This design comes from an exercise in tuning for small area, a short achievable clock period and few clock cycles per item on the open sky130 flow, not from production work. Where RTL was checked, it was by simulation tests only, not by an equivalence proof against the original. Power figures rest on the tool's default switching activity, not on a simulated workload.

==> run a <==
==> flow/design.v (excerpt) <==
module color_bar_pattern_pixel_generator_unit
#(
    parameter int MAX_RESOLUTION = 2048
) (
    input  logic                  aclk,
    input  logic                  aresetn,
    input  logic                  cfg_valid,
    output logic                  cfg_ready,
    input  logic [CFG_IDX_W-1:0]  cfg_index,
    input  logic [CFG_DATA_W-1:0] cfg_data,
    input  logic                  s_axis_tvalid,
    output logic                  s_axis_tready,
    input  logic [S_TDATA_W-1:0]  s_axis_tdata,   
    output logic                  m_axis_tvalid,
    input  logic                  m_axis_tready,
    output logic [M_TDATA_W-1:0]  m_axis_tdata,   
    output logic [M_TUSER_W-1:0]  m_axis_tuser    
);
    logic              cfg_ok;
    logic [RES_W-1:0]  rw, rh;
    logic [RES_W+1:0]  rw3, rh3;
    logic [14:0]       xlb;
    logic [16:0]       xlb3;
    logic [9:0]        step3;
    logic [3:0]        bytes;
    logic [7:0]        grid;
    logic [31:0]       first;
    logic [7:0]        step;
    logic              indexed;
    logic [5:0]        bpp;
    logic [29:0]       layout;
    cbp_cfg #(
        .MAX_RESOLUTION(MAX_RESOLUTION)
    ) u_cfg (
        .aclk      (aclk),
        .aresetn   (aresetn),
        .cfg_valid (cfg_valid),
        .cfg_ready (cfg_ready),
        .cfg_index (cfg_index),
        .cfg_data  (cfg_data),
        .ready     (cfg_ok),
        .rw        (rw),
        .rh        (rh),
        .rw3       (rw3),
        .rh3       (rh3),
        .xlb       (xlb),
        .xlb3      (xlb3),
        .step3     (step3),
        .bytes     (bytes),
        .grid      (grid),
        .first     (first),
        .step      (step),
        .indexed   (indexed),
        .bpp       (bpp),
        .layout    (layout)
    );
    logic en;
    logic accept;
    logic out_v_reg;
    assign en            = !out_v_reg || m_axis_tready;
    assign s_axis_tready = cfg_ok && en;
    assign accept        = s_axis_tvalid && s_axis_tready;
    function automatic logic [12:0] div4(input logic [10:0] r, input logic [11:0] d,
  ...
Settings: LEC_CHECK=0, CAP_MARGIN=20, CORE_MARGIN=2, CORE_UTILIZATION=40, PLACE_DENSITY=0.6, SETUP_SLACK_MARGIN=2.5, SLEW_MARGIN=20; clock period 8.0 ns.
run.sh (not shown) runs the stock make flow with config.mk's settings and CLKGATE_MAP_FILE= SYNTH_SCRIPT=/design/flow/synth_recipe.tcl, a recipe that flattens the netlist after the stock synthesis.
==> inputs of run b, as changes to run a <==
CORE_UTILIZATION = 65   (was 40)
PLACE_DENSITY = 0.75   (was 0.6)
==> inputs of run c, as changes to run a <==
--- a/flow/design.v
+++ b/flow/design.v
@@ -1503,143 +1503,163 @@
         if (g3)      div4 = {2'd3, t3};
         else if (g2) div4 = {2'd2, t2};
         else if (g1) div4 = {2'd1, t1};
         else         div4 = {2'd0, r};
     endfunction
     logic [PIX_W-1:0] in_x, in_y;
     logic             in_drawn;
-    logic [12:0]      sx7, sy7, sx5, sy5;
+    logic [12:0]      sx7, sy7;
     assign in_x     = s_axis_tdata[PIX_W-1:0];
     assign in_y     = s_axis_tdata[2*PIX_W-1:PIX_W];
     function automatic logic over(input logic [10:0] v, input logic [11:0] d);
         over = (d[11:3] == '0) && ({1'b0, v[10:8]} >= d[3:0]);
     endfunction
     assign in_drawn = !over(in_x, rw) && !over(in_y, rh);
     assign sx7      = div4(in_x, rw, rw3, 6);
     assign sy7      = div4(in_y, rh, rh3, 6);
-    assign sx5      = div4(sx7[10:0], rw, rw3, 4);
-    assign sy5      = div4(sy7[10:0], rh, rh3, 4);
     logic             s1_v_reg, s1_dr_reg;
     logic [PIX_W-1:0] s1_x_reg, s1_y_reg, s1_rx_reg, s1_ry_reg;
-    logic [3:0]       s1_qx_reg, s1_qy_reg;
+    logic [1:0]       s1_qx_reg, s1_qy_reg;
     always_ff @(posedge aclk) begin
         if (!aresetn) s1_v_reg <= 1'b0;
         else if (en)  s1_v_reg <= accept;
     end
     always_ff @(posedge aclk) begin
         if (en) begin
             s1_dr_reg <= in_drawn;
             s1_x_reg  <= in_x;
             s1_y_reg  <= in_y;
-            s1_rx_reg <= sx5[10:0];
-            s1_ry_reg <= sy5[10:0];
-            s1_qx_reg <= {sx7[12:11], sx5[12:11]};
-            s1_qy_reg <= {sy7[12:11], sy5[12:11]};
+            s1_rx_reg <= sx7[10:0];
+            s1_ry_reg <= sy7[10:0];
+            s1_qx_reg <= sx7[12:11];
+            s1_qy_reg <= sy7[12:11];
         end
     end
-    logic [12:0] sx3, sy3, sx1, sy1;
-    assign sx3 = div4(s1_rx_reg, rw, rw3, 2);
-    assign sy3 = div4(s1_ry_reg, rh, rh3, 2);
-    assign sx1 = div4(sx3[10:0], rw, rw3, 0);
-    assign sy1 = div4(sy3[10:0], rh, rh3, 0);
+    logic [12:0] sx5, sy5, sx3, sy3;
+    assign sx5 = div4(s1_rx_reg, rw, rw3, 4);
+    assign sy5 = div4(s1_ry_reg, rh, rh3, 4);
+    assign sx3 = div4(sx5[10:0], rw, rw3, 2);
+    assign sy3 = div4(sy5[10:0], rh, rh3, 2);
     logic             s2_v_reg, s2_dr_reg;
-    logic [PIX_W-1:0] s2_x_reg, s2_y_reg;
-    logic [7:0]       s2_col_reg, s2_row_reg;
+    logic [PIX_W-1:0] s2_x_reg, s2_y_reg, s2_rx_reg, s2_ry_reg;
+    logic [5:0]       s2_qx_reg, s2_qy_reg;
     always_ff @(posedge aclk) begin
         if (!aresetn) s2_v_reg <= 1'b0;
         else if (en)  s2_v_reg <= s1_v_reg;
     end
     always_ff @(posedge aclk) begin
         if (en) begin
-            s2_dr_reg  <= s1_dr_reg && ({s1_qx_reg, sx3[12:11], sx1[12:11]} < grid) &&
-                          ({s1_qy_reg, sy3[12:11], sy1[12:11]} < grid);
-            s2_x_reg   <= s1_x_reg;
-            s2_y_reg   <= s1_y_reg;
-            s2_col_reg <= s1_v_reg ? {s1_qx_reg, sx3[12:11], sx1[12:11]} : grid;
-            s2_row_reg <= {s1_qy_reg, sy3[12:11], sy1[12:11]};
+            s2_dr_reg <= s1_dr_reg;
+            s2_x_reg  <= s1_x_reg;
+            s2_y_reg  <= s1_y_reg;
+            s2_rx_reg <= sx3[10:0];
+            s2_ry_reg <= sy3[10:0];
+            s2_qx_reg <= {s1_qx_reg, sx5[12:11], sx3[12:11]};
+            s2_qy_reg <= {s1_qy_reg, sy5[12:11], sy3[12:11]};
+        end
+    end
+    logic [12:0] sx1, sy1;
+    logic [7:0]  col, row;
+    logic [23:0] addr;
+    assign sx1 = div4(s2_rx_reg, rw, rw3, 0);
+    assign sy1 = div4(s2_ry_reg, rh, rh3, 0);
+    assign col = {s2_qx_reg, sx1[12:11]};
+    assign row = {s2_qy_reg, sy1[12:11]};
+    cbp_addr u_addr (
+        .x     (s2_x_reg),
+        .y     (s2_y_reg),
+        .xlb   (xlb),
+        .xlb3  (xlb3),
+        .bytes (bytes),
+        .addr  (addr)
+    );
+    logic        s3_v_reg, s3_dr_reg;
+    logic [7:0]  s3_col_reg, s3_row_reg;
+    logic [23:0] s3_addr_reg;
+    always_ff @(posedge aclk) begin
+        if (!aresetn) s3_v_reg <= 1'b0;
+        else if (en)  s3_v_reg <= s2_v_reg;
+    end
+    always_ff @(posedge aclk) begin
+        if (en) begin
+            s3_dr_reg   <= s2_dr_reg && (col < grid) && (row < grid);
+            s3_col_reg  <= s2_v_reg ? col : grid;
+            s3_row_reg  <= row;
+            s3_addr_reg <= addr;
         end
     end
     logic [15:0] gmul_reg;    
     logic [17:0] gmul3_reg;   
     logic [15:0] pr, pg;
-    logic [23:0] sum, addr;
+    logic [23:0] sum;
     cbp_mul u_mul (
-        .col  (s2_col_reg),
-        .row  (s2_row_reg),
+        .col  (s3_col_reg),
+        .row  (s3_row_reg),
         .step (step),
         .step3(step3),
         .g    (gmul_reg),
         .g3   (gmul3_reg),
         .pr   (pr),
         .pg   (pg),
         .sum  (sum)
     );
-    cbp_addr u_addr (
-        .x     (s2_x_reg),
-        .y     (s2_y_reg),
-        .xlb   (xlb),
-        .xlb3  (xlb3),
-        .bytes (bytes),
-        .addr  (addr)
-    );
     always_ff @(posedge aclk) begin
-        if (en && !s2_v_reg) gmul_reg <= indexed ? pr : 16'(step);
+        if (en && !s3_v_reg) gmul_reg <= indexed ? pr : 16'(step);
         gmul3_reg <= {2'b0, gmul_reg} + {1'b0, gmul_reg, 1'b0};
     end
-    logic        s3_v_reg, s3_dr_reg;
-    logic [15:0] s3_pr_reg, s3_pg_reg;
-    logic [23:0] s3_sum_reg, s3_addr_reg;
+    logic        s4_v_reg, s4_dr_reg;
+    logic [15:0] s4_pr_reg, s4_pg_reg;
+    logic [23:0] s4_sum_reg, s4_addr_reg;
     always_ff @(posedge aclk) begin
-        if (!aresetn) s3_v_reg <= 1'b0;
-        else if (en)  s3_v_reg <= s2_v_reg;
+        if (!aresetn) s4_v_reg <= 1'b0;
+        else if (en)  s4_v_reg <= s3_v_reg;
     end
     always_ff @(posedge aclk) begin
         if (en) begin
-            s3_dr_reg   <= s2_dr_reg;
-            s3_pr_reg   <= pr;
-            s3_pg_reg   <= pg;
-            s3_sum_reg  <= sum;
-            s3_addr_reg <= addr;
+            s4_dr_reg   <= s3_dr_reg;
+            s4_pr_reg   <= pr;
+            s4_pg_reg   <= pg;
+            s4_sum_reg  <= sum;
+            s4_addr_reg <= s3_addr_reg;
         end
     end
-    function automatic logic [31:0] fmask(input logic [4:0] pos, input logic [4:0] size,
-                                          input logic [5:0] lim);
+    function automatic logic [31:0] fmask(input logic [4:0] pos, input logic [4:0] size);
         logic [5:0] top;
         top = {1'b0, pos} + {1'b0, size};
         for (int i = 0; i < 32; i++) begin
-            fmask[i] = (5'(i) >= pos) && (6'(i) < top) && (6'(i) < lim);
+            fmask[i] = (5'(i) >= pos) && (6'(i) < top);
         end
     endfunction
-    logic [31:0] mbpp, mr, mg, mb;
+    logic [31:0] mout, mr, mg, mb;
     logic [4:0]  posb;
     always_comb begin
         for (int i = 0; i < 32; i++) begin
-            mbpp[i] = 6'(i) < bpp;
+            mout[i] = (6'(i) < bpp) && s4_dr_reg;
         end
     end
-    assign mr   = indexed ? 32'b0 : fmask(layout[4:0], layout[9:5], bpp);
-    assign mg   = indexed ? 32'b0 : fmask(layout[14:10], layout[19:15], bpp);
-    assign mb   = indexed ? mbpp : fmask(layout[24:20], layout[29:25], bpp);
+    assign mr   = indexed ? 32'b0 : fmask(layout[4:0], layout[9:5]);
+    assign mg   = indexed ? 32'b0 : fmask(layout[14:10], layout[19:15]);
+    assign mb   = indexed ? 32'hFFFF_FFFF : fmask(layout[24:20], layout[29:25]);
     assign posb = indexed ? 5'd0 : layout[24:20];
     logic [31:0] cr, cg, cb, color;
-    assign cr    = (first + (32'(s3_pr_reg) << layout[4:0])) & mr;
-    assign cg    = (first + (32'(s3_pg_reg) << layout[14:10])) & mg;
-    assign cb    = (first + (32'(s3_sum_reg) << posb)) & mb;
-    assign color = (cr | cg | cb) & {32{s3_dr_reg}};
+    assign cr    = (first + (32'(s4_pr_reg) << layout[4:0])) & mr;
+    assign cg    = (first + (32'(s4_pg_reg) << layout[14:10])) & mg;
+    assign cb    = (first + (32'(s4_sum_reg) << posb)) & mb;
+    assign color = (cr | cg | cb) & mout;
     logic              o_dr_reg;
     logic [31:0]       o_color_reg;
     logic [ADDR_W-1:0] o_addr_reg;
     always_ff @(posedge aclk) begin
         if (!aresetn) out_v_reg <= 1'b0;
-        else if (en)  out_v_reg <= s3_v_reg;
+        else if (en)  out_v_reg <= s4_v_reg;
     end
     always_ff @(posedge aclk) begin
         if (en) begin
-            o_dr_reg    <= s3_dr_reg;
+            o_dr_reg    <= s4_dr_reg;
             o_color_reg <= color;
-            o_addr_reg  <= s3_addr_reg & {ADDR_W{s3_dr_reg}};
+            o_addr_reg  <= s4_addr_reg & {ADDR_W{s4_dr_reg}};
         end
     end
     assign m_axis_tvalid = out_v_reg;
     assign m_axis_tdata  = {o_addr_reg, o_color_reg};
     assign m_axis_tuser  = o_dr_reg;
 endmodule
SETUP_SLACK_MARGIN = 3.2   (was 2.5)
==> comparison <==
Run c ran to the end with no violations. Run a went through all stages and came out clean. Run b completed without violations.
Core utilization: run a < run c < run b.
Critical path depth: run c is higher than run a (2).
Hold slack: run b < run c < run a.
Of run c and run b, run c has the higher non-clock buffer count (gap 157).
Clock power: run c > run a > run b.
==> figures <==
| quantity | run c | run b | run a |
|---|---|---|---|
| Compound-gate portion of the synthesized area | 18.7% | 19.3% | 19.3% |
| Routed wl met3 | 11.9 mm | 16.4 mm | 10.8 mm |
| Hold_ws | 0.417 ns | 0.417 ns | 0.419 ns |
| Stage delay of the slowest cell on the critical path | 0.52 ns | 0.43 ns | 0.57 ns |
| Transition time at the pin with the least slew margin | 1.09 ns | 1.13 ns | 1.08 ns |
| Post-synthesis cell count | 5717 | 5543 | 5543 |
| Number of buffers created by CTS | 69 | 54 | 60 |
| Status | timing/DRC/antenna clean | timing/DRC/antenna clean | timing/DRC/antenna clean |
| Total Routed Length | 182 mm | 163 mm | 165 mm |
| Crit Path Max Fanout | 4 | 11 | 4 |
| Via count of the first global-routing pass | 43200 | 41800 | 41300 |
| Leakage dissipation | 26.7 nW | 24.6 nW | 25.0 nW |
Testbench counts of run a, summed over its fixed seeds: cycles 32,672, items 32,000.
Testbench counts of run b, summed over its fixed seeds: cycles 32,672, items 32,000.
No functional check of the RTL was part of run c.

[port drivers added, routing unchanged]
No port has a modelled driver above. Below, the same layouts with a new extraction and two added sets of constraints.
Step 1 assumes that a clkbuf_16 drives the clock port and a buf_2 every other input.
Step 2 moves the port delays by t, midway between the first and last clock arrival at a register: inputs arrive t later, outputs are due t later. That takes back most of the time a late clock gives input paths.
Three values: ideal ports, drivers, drivers and shift; two values: the first two.
run	t, ns	setup WS [ns]	worst register clock-pin slew, ns	pins driven straight from the clock port
run a	0.768	2.485 / 2.485 / 1.881	0.07 / 0.07	1
run b	0.706	2.304 / 2.304 / 1.859	0.07 / 0.07	1
run c	0.744	2.484 / 2.484 / 2.484	0.07 / 0.07	1
After both steps setup and hold are still met in every run listed. The setup slack of run a, which loses most, moves by 0.000 ns with the drivers and by -0.604 ns with both steps.
